This design comes from an exercise in tuning for a short achievable clock period and few clock cycles per item on the open sky130 flow, not from production work. In this exercise RTL edits were held to simulation tests only and were not proved equivalent to the original. Power figures rest on the tool's default switching activity, not on a simulated workload.

**design/flow/config.mk**
```make
export PLATFORM = sky130hd
export DESIGN_NAME = ahb_sram
export DESIGN_NICKNAME = ahb_sram
export VERILOG_FILES = /design/flow/design.v
export SDC_FILE = /design/flow/constraint.sdc
export NUM_CORES = 8
export LEC_CHECK = 0
export ABC_CLOCK_PERIOD_IN_PS = 2000
export CAP_MARGIN = 20
export CORE_AREA = 4.6 5.44 925.4 554.56
export DIE_AREA = 0 0 930 560
export PLACE_DENSITY = 0.7
export SETUP_SLACK_MARGIN = 3.5
export SLEW_MARGIN = 20
export SYNTH_HIERARCHICAL = 1
```
**design/flow/constraint.sdc**
```tcl
create_clock -name core_clock -period 6.0 [get_ports {HCLK}]
set_input_delay 1.2000 -clock core_clock [delete_from_list [all_inputs] [get_ports {HCLK}]]
set_output_delay 1.2000 -clock core_clock [all_outputs]
set_load 0.01 [all_outputs]
```
**design/flow/design.v**
```verilog
package ahb_sram_pkg;
  localparam int HADDR_W = 32;
  localparam int HDATA_W = 32;
  localparam int HBE_W   = HDATA_W / 8;
  typedef logic [HADDR_W-1:0]   haddr_t;
  typedef logic [HDATA_W-1:0]   hdata_t;
  typedef logic [HBE_W-1:0]     hbe_t;
  typedef logic [HADDR_W-3:0]   word_idx_t;
  typedef enum logic [1:0] {
    HTRANS_IDLE   = 2'b00,
    HTRANS_BUSY   = 2'b01,
    HTRANS_NONSEQ = 2'b10,
    HTRANS_SEQ    = 2'b11
  } htrans_e;
  typedef enum logic [2:0] {
    HSIZE_BYTE  = 3'b000,
    HSIZE_HWORD = 3'b001,
    HSIZE_WORD  = 3'b010
  } hsize_e;
  typedef enum logic {
    HRESP_OKAY  = 1'b0,
    HRESP_ERROR = 1'b1
  } hresp_e;
  typedef struct packed {
    logic      we;
    hbe_t      be;
    word_idx_t idx;
  } mem_wr_t;
  typedef struct packed {
    logic      re;
    word_idx_t idx;
    logic      bypass;
  } mem_rd_t;
  function automatic hbe_t lane_enables(hsize_e size, logic [1:0] offset);
    hbe_t mask;
    case (size)
      3'b000:  mask = 4'b0001;
      3'b001:  mask = 4'b0011;
      default:     mask = 4'b1111;
    endcase
    lane_enables = mask << offset;
  endfunction
endpackage
`timescale 1ns/1ps
module ahb_sram_dec4_n (
  input  logic [3:0]  a,
  output logic [15:0] y_n
);
  for (genvar j = 0; j < 16; j++) begin : g_out
    assign y_n[j] = ~(a == j);
  end
endmodule
module ahb_sram_addr_phase (
  input  logic                  HCLK,
  input  logic                  HRESETn,
  input  logic                  HSEL,
  input  ahb_sram_pkg::haddr_t  HADDR,
  input  logic                  HWRITE,
  input  ahb_sram_pkg::hsize_e  HSIZE,
  input  ahb_sram_pkg::htrans_e HTRANS,
  input  logic                  HREADY,
  output logic [3:0][15:0]      wr_lo_n,
  output logic [3:0][15:0]      wr_hi_n,
  output logic [3:0][15:0]      rd_lo_n,
  output logic [3:0][15:0]      rd_hi_n,
  output logic [3:0]            rd_bypass
);
  logic               active;
  logic               wr_accept;
  logic               wr_we;
  ahb_sram_pkg::hbe_t be;
  ahb_sram_pkg::hbe_t wr_be;
  logic [7:0]         idx;
  logic [7:0]         phase_idx;
  logic               same_word;
  assign active    = HSEL && HTRANS[1];
  assign wr_accept = HREADY && active && HWRITE;
  assign idx = HADDR[9:2];
  assign be  = ahb_sram_pkg::lane_enables(HSIZE, HADDR[1:0]);
  always_ff @(posedge HCLK or negedge HRESETn) begin
    if (!HRESETn) begin
      wr_we <= 1'b0;
    end else begin
      wr_we <= wr_accept;
    end
  end
  always_ff @(posedge HCLK) begin
    wr_be     <= be;
    phase_idx <= idx;
  end
  for (genvar b = 0; b < 4; b++) begin : g_wr_lane
    logic [15:0] lo_n;
    logic [15:0] hi_n;
    ahb_sram_dec4_n u_dec_lo (
      .a   (idx[3:0]),
      .y_n (lo_n)
    );
    ahb_sram_dec4_n u_dec_hi (
      .a   (idx[7:4]),
      .y_n (hi_n)
    );
    always_ff @(posedge HCLK or negedge HRESETn) begin
      if (!HRESETn) begin
        wr_lo_n[b] <= '1;
      end else begin
        wr_lo_n[b] <= lo_n | {16{!(wr_accept && be[b])}};
      end
    end
    always_ff @(posedge HCLK) begin
      wr_hi_n[b] <= hi_n;
    end
  end
  for (genvar b = 0; b < 4; b++) begin : g_rd_lane
    ahb_sram_dec4_n u_dec_lo (
      .a   (idx[3:0]),
      .y_n (rd_lo_n[b])
    );
    ahb_sram_dec4_n u_dec_hi (
      .a   (idx[7:4]),
      .y_n (rd_hi_n[b])
    );
  end
  assign same_word = wr_we && (phase_idx == idx);
  assign rd_bypass = same_word ? wr_be : 4'b0000;
endmodule
`timescale 1ns/1ps
module ahb_sram_aoi22 (
  input  logic a1,
  input  logic a2,
  input  logic b1,
  input  logic b2,
  output logic y
);
  assign y = ~((a1 & a2) | (b1 & b2));
endmodule
module ahb_sram_nand2 (
  input  logic a,
  input  logic b,
  output logic y
);
  assign y = ~(a & b);
endmodule
module ahb_sram_nor2 (
  input  logic a,
  input  logic b,
  output logic y
);
  assign y = ~(a | b);
endmodule
module ahb_sram_rd_bit (
  input  logic [255:0] sel,
  input  logic [255:0] d,
  output logic         y
);
  logic [7:0][255:0] lvl;
  for (genvar k = 0; k < 128; k++) begin : g_l1
    ahb_sram_aoi22 u_aoi (
      .a1 (sel[2*k]),
      .a2 (d[2*k]),
      .b1 (sel[2*k+1]),
      .b2 (d[2*k+1]),
      .y  (lvl[1][k])
    );
  end
  for (genvar l = 2; l <= 7; l++) begin : g_lvl
    for (genvar k = 0; k < (256 >> l); k++) begin : g_node
      if (l % 2 == 0) begin : g_nand
        ahb_sram_nand2 u_g (
          .a (lvl[l-1][2*k]),
          .b (lvl[l-1][2*k+1]),
          .y (lvl[l][k])
        );
      end else begin : g_nor
        ahb_sram_nor2 u_g (
          .a (lvl[l-1][2*k]),
          .b (lvl[l-1][2*k+1]),
          .y (lvl[l][k])
        );
      end
    end
  end
  ahb_sram_nand2 u_word (
    .a (lvl[7][0]),
    .b (lvl[7][1]),
    .y (y)
  );
endmodule
module ahb_sram_out_bit (
  input  logic HCLK,
  input  logic rd,
  input  logic wd,
  input  logic bypass,
  output logic y
);
  logic rd_q;
  logic wd_q;
  logic byp_q;
  logic keep_q;
  logic rd_keep_n;
  logic wd_pick_n;
  always_ff @(posedge HCLK) begin
    rd_q   <= rd;
    wd_q   <= wd;
    byp_q  <= bypass;
    keep_q <= ~bypass;
  end
  ahb_sram_nand2 u_keep (
    .a (rd_q),
    .b (keep_q),
    .y (rd_keep_n)
  );
  ahb_sram_nand2 u_pick (
    .a (wd_q),
    .b (byp_q),
    .y (wd_pick_n)
  );
  ahb_sram_nand2 u_out (
    .a (rd_keep_n),
    .b (wd_pick_n),
    .y (y)
  );
endmodule
module sram_1r1w (
  input  logic                  HCLK,
  input  logic [3:0][15:0]      wr_lo_n,
  input  logic [3:0][15:0]      wr_hi_n,
  input  ahb_sram_pkg::hdata_t  wdata,
  input  logic [3:0][15:0]      rd_lo_n,
  input  logic [3:0][15:0]      rd_hi_n,
  input  logic [3:0]            rd_bypass,
  output ahb_sram_pkg::hdata_t  rdata
);
  logic [255:0][31:0] mem;
  logic [3:0][255:0]  wr_en;
  logic [3:0][255:0]  rd_sel;
  logic [31:0]        rd_word;
  for (genvar b = 0; b < 4; b++) begin : g_lane
    for (genvar i = 0; i < 256; i++) begin : g_word
      ahb_sram_nor2 u_wr (
        .a (wr_lo_n[b][i % 16]),
        .b (wr_hi_n[b][i / 16]),
        .y (wr_en[b][i])
      );
      ahb_sram_nor2 u_rd (
        .a (rd_lo_n[b][i % 16]),
        .b (rd_hi_n[b][i / 16]),
        .y (rd_sel[b][i])
      );
      always_ff @(posedge HCLK) begin
        if (wr_en[b][i]) begin
          mem[i][8*b +: 8] <= wdata[8*b +: 8];
        end
      end
    end
  end
  for (genvar n = 0; n < 32; n++) begin : g_bit
    logic [255:0] col;
    for (genvar i = 0; i < 256; i++) begin : g_col
      assign col[i] = mem[i][n];
    end
    ahb_sram_rd_bit u_rd (
      .sel (rd_sel[n / 8]),
      .d   (col),
      .y   (rd_word[n])
    );
  end
  for (genvar n = 0; n < 32; n++) begin : g_out
    ahb_sram_out_bit u_out (
      .HCLK   (HCLK),
      .rd     (rd_word[n]),
      .wd     (wdata[n]),
      .bypass (rd_bypass[n / 8]),
      .y      (rdata[n])
    );
  end
endmodule
`timescale 1ns/1ps
module ahb_sram_resp (
  output logic HREADYOUT
);
  assign HREADYOUT = 1'b1;
endmodule
`timescale 1ns/1ps
module ahb_sram #(
  parameter int MEM_DEPTH         = 256,
  parameter bit REGISTERED_OUTPUT = 1'b0
) (
  input  logic                  HCLK,
  input  logic                  HRESETn,
  input  logic                  HSEL,
  input  ahb_sram_pkg::haddr_t  HADDR,
  input  ahb_sram_pkg::hdata_t  HWDATA,
  output ahb_sram_pkg::hdata_t  HRDATA,
  input  logic                  HWRITE,
  input  ahb_sram_pkg::hsize_e  HSIZE,
  input  logic [2:0]            HBURST,
  input  logic [3:0]            HPROT,
  input  ahb_sram_pkg::htrans_e HTRANS,
  input  logic                  HMASTLOCK,
  input  logic                  HREADY,
  output logic                  HREADYOUT,
  output ahb_sram_pkg::hresp_e  HRESP
);
  logic [3:0][15:0] wr_lo_n;
  logic [3:0][15:0] wr_hi_n;
  logic [3:0][15:0] rd_lo_n;
  logic [3:0][15:0] rd_hi_n;
  logic [3:0]       rd_bypass;
  assign HRESP = ahb_sram_pkg::HRESP_OKAY;
  ahb_sram_addr_phase u_addr_phase (
    .HCLK      (HCLK),
    .HRESETn   (HRESETn),
    .HSEL      (HSEL),
    .HADDR     (HADDR),
    .HWRITE    (HWRITE),
    .HSIZE     (HSIZE),
    .HTRANS    (HTRANS),
    .HREADY    (HREADY),
    .wr_lo_n   (wr_lo_n),
    .wr_hi_n   (wr_hi_n),
    .rd_lo_n   (rd_lo_n),
    .rd_hi_n   (rd_hi_n),
    .rd_bypass (rd_bypass)
  );
  sram_1r1w u_sram (
    .HCLK      (HCLK),
    .wr_lo_n   (wr_lo_n),
    .wr_hi_n   (wr_hi_n),
    .wdata     (HWDATA),
    .rd_lo_n   (rd_lo_n),
    .rd_hi_n   (rd_hi_n),
    .rd_bypass (rd_bypass),
    .rdata     (HRDATA)
  );
  ahb_sram_resp u_resp (
    .HREADYOUT (HREADYOUT)
  );
endmodule
```
**design/flow/flow/run.sh**
```bash
#!/bin/bash
# Layout flow: the standard ORFS flow (standard.sh) with three hooks:
#   pins.tcl      - pin regions (address/control at the bottom middle, each
#                   byte lane's data pins next to its quadrant)
#   place_mem.tcl - structured placement of the memory flip-flops before
#                   global placement
#   unfix.tcl     - releases them after global placement
# The make output goes to flow_make.log in the work folder; ORFS's own
# per-step logs are under orfs/logs.
set -euo pipefail
HERE=$(cd "$(dirname "$0")" && pwd)
export PRE_IO_PLACEMENT_TCL=$HERE/pins.tcl
export PRE_GLOBAL_PLACE_TCL=$HERE/place_mem.tcl
export POST_GLOBAL_PLACE_TCL=$HERE/unfix.tcl
bash standard.sh > flow_make.log 2>&1
```
**design/flow/flow/pins.tcl**
```tcl
# PRE_IO_PLACEMENT hook: address and control pins at the middle of the bottom
# edge, each lane's data pins on the side edge next to its quadrant.
set block [ord::get_db_block]
set die [$block getDieArea]
set W [expr {[$die xMax] / 1000.0}]
set H [expr {[$die yMax] / 1000.0}]
set cx [expr {$W / 2}]
set cy [expr {$H / 2}]
set ctl [get_ports {HCLK HRESETn HADDR[*] HSEL HWRITE HSIZE[*] HTRANS[*] HREADY HBURST[*] HPROT[*] HMASTLOCK HREADYOUT HRESP}]
set_io_pin_constraint -region bottom:[expr {$cx - 110}]-[expr {$cx + 110}] -pin_names $ctl
foreach b {0 1 2 3} {
  set lo [expr {8 * $b}]
  set hi [expr {8 * $b + 7}]
  set names {}
  for {set n $lo} {$n <= $hi} {incr n} { lappend names "HRDATA\[$n\]" "HWDATA\[$n\]" }
  set side [expr {$b % 2 ? "right" : "left"}]
  if {$b / 2} {
    set reg "$side:[expr {$cy + 20}]-[expr {$H - 10}]"
  } else {
    set reg "$side:10-[expr {$cy - 20}]"
  }
  set_io_pin_constraint -region $reg -pin_names [get_ports $names]
}
```
**design/flow/flow/place_mem.tcl**
```tcl
# Structured placement of the memory flip-flops (PRE_GLOBAL_PLACE hook).
# Lane b (bits 8b..8b+7) fills one quadrant of the core; its 256 words form a
# 16 x 16 grid of slots (column = index[3:0], row = index[7:4]) growing out
# from the core centre. A slot is 60 sites by 6 rows: 8 flops in 4 rows, the
# rest left to the global placer for the read and write logic.
namespace eval pm {}
set block [ord::get_db_block]
set pm::site_w 460
set pm::row_h 2720
set pm::rows [$block getRows]
set x0 [[lindex $pm::rows 0] getOrigin]
set pm::cx0 [lindex $x0 0]
set pm::cy0 [lindex $x0 1]
set pm::nrows [llength $pm::rows]
set pm::nsites [[lindex $pm::rows 0] getSiteCount]
set cx0 $pm::cx0
set cy0 $pm::cy0
set row_h $pm::row_h
set site_w $pm::site_w
set nrows $pm::nrows
set nsites $pm::nsites

# occupancy from fixed cells (tap cells)
array unset pm::occ
foreach inst [$block getInsts] {
  if {![$inst isFixed]} { continue }
  set loc [$inst getLocation]
  set r [expr {([lindex $loc 1] - $cy0) / $row_h}]
  set s [expr {([lindex $loc 0] - $cx0) / $site_w}]
  set w [expr {[[$inst getMaster] getWidth] / $site_w}]
  for {set k 0} {$k < $w} {incr k} { set pm::occ($r,[expr {$s + $k}]) 1 }
}

proc pm::fits {r s w} {
  if {$r < 0 || $r >= $pm::nrows || $s < 0 || $s + $w > $pm::nsites} { return 0 }
  for {set k 0} {$k < $w} {incr k} { if {[info exists pm::occ($r,[expr {$s + $k}])]} { return 0 } }
  return 1
}

proc pm::put {inst r s} {
  set w [expr {[[$inst getMaster] getWidth] / $pm::site_w}]
  for {set k 0} {$k < $w} {incr k} { set pm::occ($r,[expr {$s + $k}]) 1 }
  set orient [[lindex $pm::rows $r] getOrient]
  $inst setOrient $orient
  $inst setLocation [expr {$pm::cx0 + $s * $pm::site_w}] [expr {$pm::cy0 + $r * $pm::row_h}]
  $inst setPlacementStatus FIRM
}

proc pm::place_near {inst r s} {
  set w [expr {[[$inst getMaster] getWidth] / 460}]
  foreach dr {0 1 -1 2 -2 3 -3} {
    for {set d 0} {$d < 40} {incr d} {
      foreach ss [list [expr {$s + $d}] [expr {$s - $d}]] {
        if {[pm::fits [expr {$r + $dr}] $ss $w]} { pm::put $inst [expr {$r + $dr}] $ss; return 1 }
      }
    }
  }
  return 0
}

# core centre in rows / sites
set mid_r [expr {$nrows / 2}]
set mid_s [expr {$nsites / 2}]
set slot_s 60
set slot_r 6
set gap_s 30
set gap_r 3

set placed 0
set failed 0
foreach inst [$block getInsts] {
  set nm [$inst getName]
  if {![regexp {^u_sram\.mem\\?\[(\d+)\\?\]} $nm -> k]} { continue }
  set i [expr {$k / 32}]
  set n [expr {$k % 32}]
  set b [expr {$n / 8}]
  set t [expr {$n % 8}]
  set u [expr {$i % 16}]
  set v [expr {$i / 16}]
  set right [expr {$b % 2}]
  set up [expr {$b / 2}]
  # slot origin (lowest row, leftmost site)
  if {$right} {
    set s0 [expr {$mid_s + $gap_s + $u * $slot_s}]
  } else {
    set s0 [expr {$mid_s - $gap_s - ($u + 1) * $slot_s}]
  }
  if {$up} {
    set r0 [expr {$mid_r + $gap_r + $v * $slot_r}]
  } else {
    set r0 [expr {$mid_r - $gap_r - ($v + 1) * $slot_r}]
  }
  # flops in rows 0..3 of the slot (counted from the centre side), two per row
  set ro [expr {$t / 2}]
  if {$up} { set r [expr {$r0 + $ro}] } else { set r [expr {$r0 + $slot_r - 1 - $ro}] }
  set s [expr {$s0 + ($t % 2) * 30 + 1}]
  if {[pm::place_near $inst $r $s]} { incr placed } else { incr failed; puts "place_mem: no room for $nm" }
}
puts "place_mem: placed $placed memory flops, $failed failed"
```
**design/flow/flow/unfix.tcl**
```tcl
# POST_GLOBAL_PLACE hook: release the pre-placed flops so that later steps
# may resize and legalise around them
set n 0
foreach inst [[ord::get_db_block] getInsts] {
  if {[$inst getPlacementStatus] eq "FIRM"} { $inst setPlacementStatus PLACED; incr n }
}
puts "unfix: released $n instances"
```
**design/flow/standard.sh**
```bash
#!/bin/bash
# synth_recipe.tcl (not shown) runs the flow's synth.tcl, then flattens the netlist and writes it again
# the make line also repeats each setting of config.mk as NAME=value (left out here)
make -C /OpenROAD-flow-scripts/flow DESIGN_CONFIG=/design/flow/config.mk WORK_HOME=/design/flow/orfs CLKGATE_MAP_FILE= SYNTH_SCRIPT=/design/flow/synth_recipe.tcl "${@:-finish}"
```
==> run summary <==
-- area by class of cell --
type	instances	area, sq um
antenna	25	62.6
tap	6699	8380
clock buffer	897	19200
inverter	37	139
clock inverter	397	4290
timing repair buffer	1495	16600
multi-input combinational	10700	88200
fill	23800	114000
sequential	8461	252000
-- where the power goes --
part / switching [uW] / leakage (uW) / internal (uW)
clock: 21400 / 0.0115 / 26200
combinational: 2770 / 0.0377 / 983
sequential: 212 / 0.0760 / 64800
-- path summary, 6_finish.rpt --
check / endpoint / slack [ns] / cells past startpoint
setup / recovery: u_sram.g_out[21].u_out.rd_q / 2.94 / 16
hold / removal: u_addr_phase.wr_we / 0.19 / 1
setup reg to reg: u_sram.g_out[23].u_out.keep_q / 3.66 / 5
hold reg to reg: u_sram.g_out[6].u_out.rd_q / 0.76 / 8
max in group asynchronous: u_addr_phase.wr_lo_n[43] / 4.39 / 2
min in group core_clock: u_sram.g_out[18].u_out.wd_q / 0.42 / 1
-- state kept, by name, summed over array words and instances (netlist names) --
| name | cells |
|---|---|
| u_sram.g_out.u_out.wd_q | 32 |
| u_sram.g_out.u_out.rd_q | 32 |
| u_sram.mem | 8192 |
| u_addr_phase.wr_lo_n | 64 |
| u_addr_phase.wr_hi_n | 64 |
| u_sram.g_out.u_out.keep_q | 32 |
| u_sram.g_out.u_out.byp_q | 32 |
| u_addr_phase.wr_we | 1 |
| u_addr_phase.phase_idx | 8 |
| u_addr_phase.wr_be | 4 |
-- worst max-delay path, stage by stage --
cell	delay [ns]
buf_16	0.16
buf_12	0.18
buf_4	0.18
nand4b_1	0.24
buf_6	0.19
clkbuf_16	0.14
nor2_1	0.04
buf_4	0.18
a22oi_2	0.24
nand2_1	0.18
nor2_1	0.35
nand2_1	0.11
nor2_1	0.14
nand2_1	0.07
nor2_2	0.18
nand2_2	0.17
-- per-module statistics from Yosys, one instance, submodules excluded, a selection --
| module | area, sq um | copies in the design | flops+latches |
|---|---|---|---|
| sram_1r1w | 246000 | 1 | 8192 |
| ahb_sram_addr_phase | 3890 | 1 | 141 |
| ahb_sram_dec4_n | 186 | 16 | 0 |
| ahb_sram_out_bit | 83.8 | 32 | 4 |
| ahb_sram_aoi22 | 12.5 | 4096 | 0 |
| ahb_sram | 11.3 | 1 | 0 |
| ahb_sram_resp | 11.3 | 1 | 0 |
| ahb_sram_nand2 | 3.75 | 2816 | 0 |
| ahb_sram_nor2 | 3.75 | 3392 | 0 |
-- cell usage after synthesis, drive strengths merged (16+ instances only) --
| master | n |
|---|---|
| edfxtp | 8192 |
| a22oi | 4096 |
| nor2 | 3395 |
| nand2 | 2818 |
| dfxtp | 204 |
| nand4bb | 96 |
| dfstp | 64 |
| nand4b | 64 |
| or4b | 64 |
| clkbuf | 49 |
| inv | 37 |
| nand2b | 37 |
| buf | 21 |
| nand4 | 18 |
| or2 | 16 |
| or4 | 16 |
-- metal layers --
layer / up-vias / routed length (microns) / track usage [%]
li1: 80100 / - / -
met5: - / 938 / 0.587
met4: 76 / 23400 / 5.17
met3: 2194 / 245000 / 22.3
met2: 23700 / 387000 / 42.8
met1: 99800 / 380000 / 56.1
-- logic make-up after synthesis --
logic type | Yosys count | share of synthesized area, %
other | 2 | 0.00227
flip-flops | 8461 | 76.3
buffers and inverters | 107 | 0.161
AND/OR/NAND/NOR | 6541 | 8.00
AO/OA/AOI/OAI | 4103 | 15.5
XOR/XNOR | 8 | 0.0212
-- stage by stage --
step                cell area (sq um)  setup WS (ns)
global placement               343000          0.929
detailed placement             343000          0.850
global route                   389000           2.94
CTS                            377000           2.97
finish                         389000           2.94
floorplan                      330000           2.93
-- timing repair --
item                       in CTS  in global routing
hold buffers                    0                  0
buffers inserted              288                591
setup endpoints to repair      77                 67
gates cloned                   26                 29
resized for setup            2223               1531
hold endpoints to repair        0                  0
pin swaps                     201                671
==> results.tsv <==
stage	metric	value	unit
grt	grtUsageTotal	35.8	%
floorplan	fp.dieArea	0.521	sq mm
grt	overflow	0	
timing	whs	0.190	ns
synthesis	syn_inst	19200	
floorplan	initial_core_util	65.6	%
route	drtIter0Drc	44200	
cells_and_area	mostFrequentLayoutCells	edfxtp_1, a22oi_2, nand2_1	
pwr	p_per_area	299	mW/mm^2
synthesis	syn-num-nets	19300	
setup_path	worstSetupStartpoint	HADDR[3]	
setup_path	crit_required	6.92	ns
synthesis	synth_area_leaders	edfxtp_1, a22oi_2, nor2_1	
timing	rsz0062_at_grt	true	
setup_path	critPathCaptureType	flop	
cells_and_area	layout_commonest_cell	edfxtp_1	
floorplan	rows	201	
timing	fmax	0.327	GHz
setup_path	crit_arrival	3.98	ns
clocking	ctsHtreeMaxLevel	6	
synthesis	async_flop_share	0.768	%
synthesis	ys_seq_area_share	76.3	%
timing	setup_violations	0	
clocking	clk_latency	1.15	ns
route	drt_wl_total	1040000	microns
grt	antenna_found_initial	42	
clocking	tritoncts	yes	
floorplan	core_area	0.503	sq mm
timing	slew_headroom	5.78	%
route	first_pass_iters	10	
timing	fin_crit_sh	51.0	%
setup_path	start_kind	input port	
cells_and_area	areaGrowthSynthToFinish	17.8	%
cells_and_area	post_route_cells_drive_above_1_share	41.3	%
job	max_cap_viol_count	0	
synthesis	ys_warn_count	9	
timing	slew_viol_final	0	
timing	worst_pin_slew	1.41	ns
timing	fin_setup_tns	0	ns
hold_path	hold_class	in -> async	
run_status	status	timing/DRC/antenna clean	
clocking	clock_path_buffers	4	
grt	grt_first_pass_wirelength	1310000	microns
timing	finalHoldViolations	0	
synthesis	synthFlopType	edfxtp_1	
synthesis	ys_ff_latch	8461	
setup_path	critPathKind	in -> reg	
synthesis	synth_edf_count	8192	
route	vias	206000	
clocking	clk_pin_slew	0.07	ns
synthesis	synth_top_area_share	74.5	%
floorplan	die_x	930	microns
clocking	root_buffer	clkbuf_16	
pwr	leakagePower	0.125	uW
synthesis	syn_area	0.330	sq mm
synthesis	synth.distinct_cells	31	
placed_design	dp.cells	26400	
route	drtAntennaViolNets	0	
floorplan	io_pins	116	
timing	finClkSkew	0.0786	ns
synthesis	synth_area_per_cell	17.2	sq um
cells_and_area	nets	21400	
setup_path	cp_max_fo	11	
clocking	clkSinkCount	8461	
pwr	irDropWorstVdd	0.353	mV
synthesis	yosysTopAreaCell	edfxtp_1	
floorplan	die_y	560	microns
placed_design	port_buffers	82	
timing	min_period	3.06	ns
placed_design	place_hpwl	571000	microns
clocking	numCtsBuffers	705	
grt	grt_max_degree	194	
route	post_drt_via_cell_ratio	7.18	
pwr	power	116000	uW
route	drc	0	
cells_and_area	final_core_util	77.3	%
route	post_drt_wl_per_cell	36.2	microns
cells_and_area	fin_cells	28700	
setup_path	rr_startpoint	u_addr_phase.phase_idx[5]	
grt	grt_pass1_vias	175000	
Testbench counts, summed over its fixed seeds: cycles 160,008, items 160,000.

-- re-timing with driven ports --
Ports are ideal in the flow. The routed layout listed here was re-timed in OpenROAD. Step 1 assumes that a clkbuf_16 drives the clock port and a buf_2 every other input. Step 2 adds t to the input delays and takes it off the output delays; t is the mean of the earliest and latest rising clock arrival at the registers after step 1. Input paths then give back, and output paths get back, about the clock's delay inside the block. Three values: ideal ports, drivers, drivers and shift; two values: the first two.
t, ns: 1.179
setup slack, ns: 2.938 / 2.596 / 1.416
worst hold slack (ns): 0.190 / 0.186 / 0.758
slew at the worst register clock pin (ns): 0.08 / 0.08
cell pins on the clock port's net: 1
After both steps setup and hold are still met in this run. The setup slack of this run moves by -0.342 ns with the drivers and by -1.522 ns with both steps.
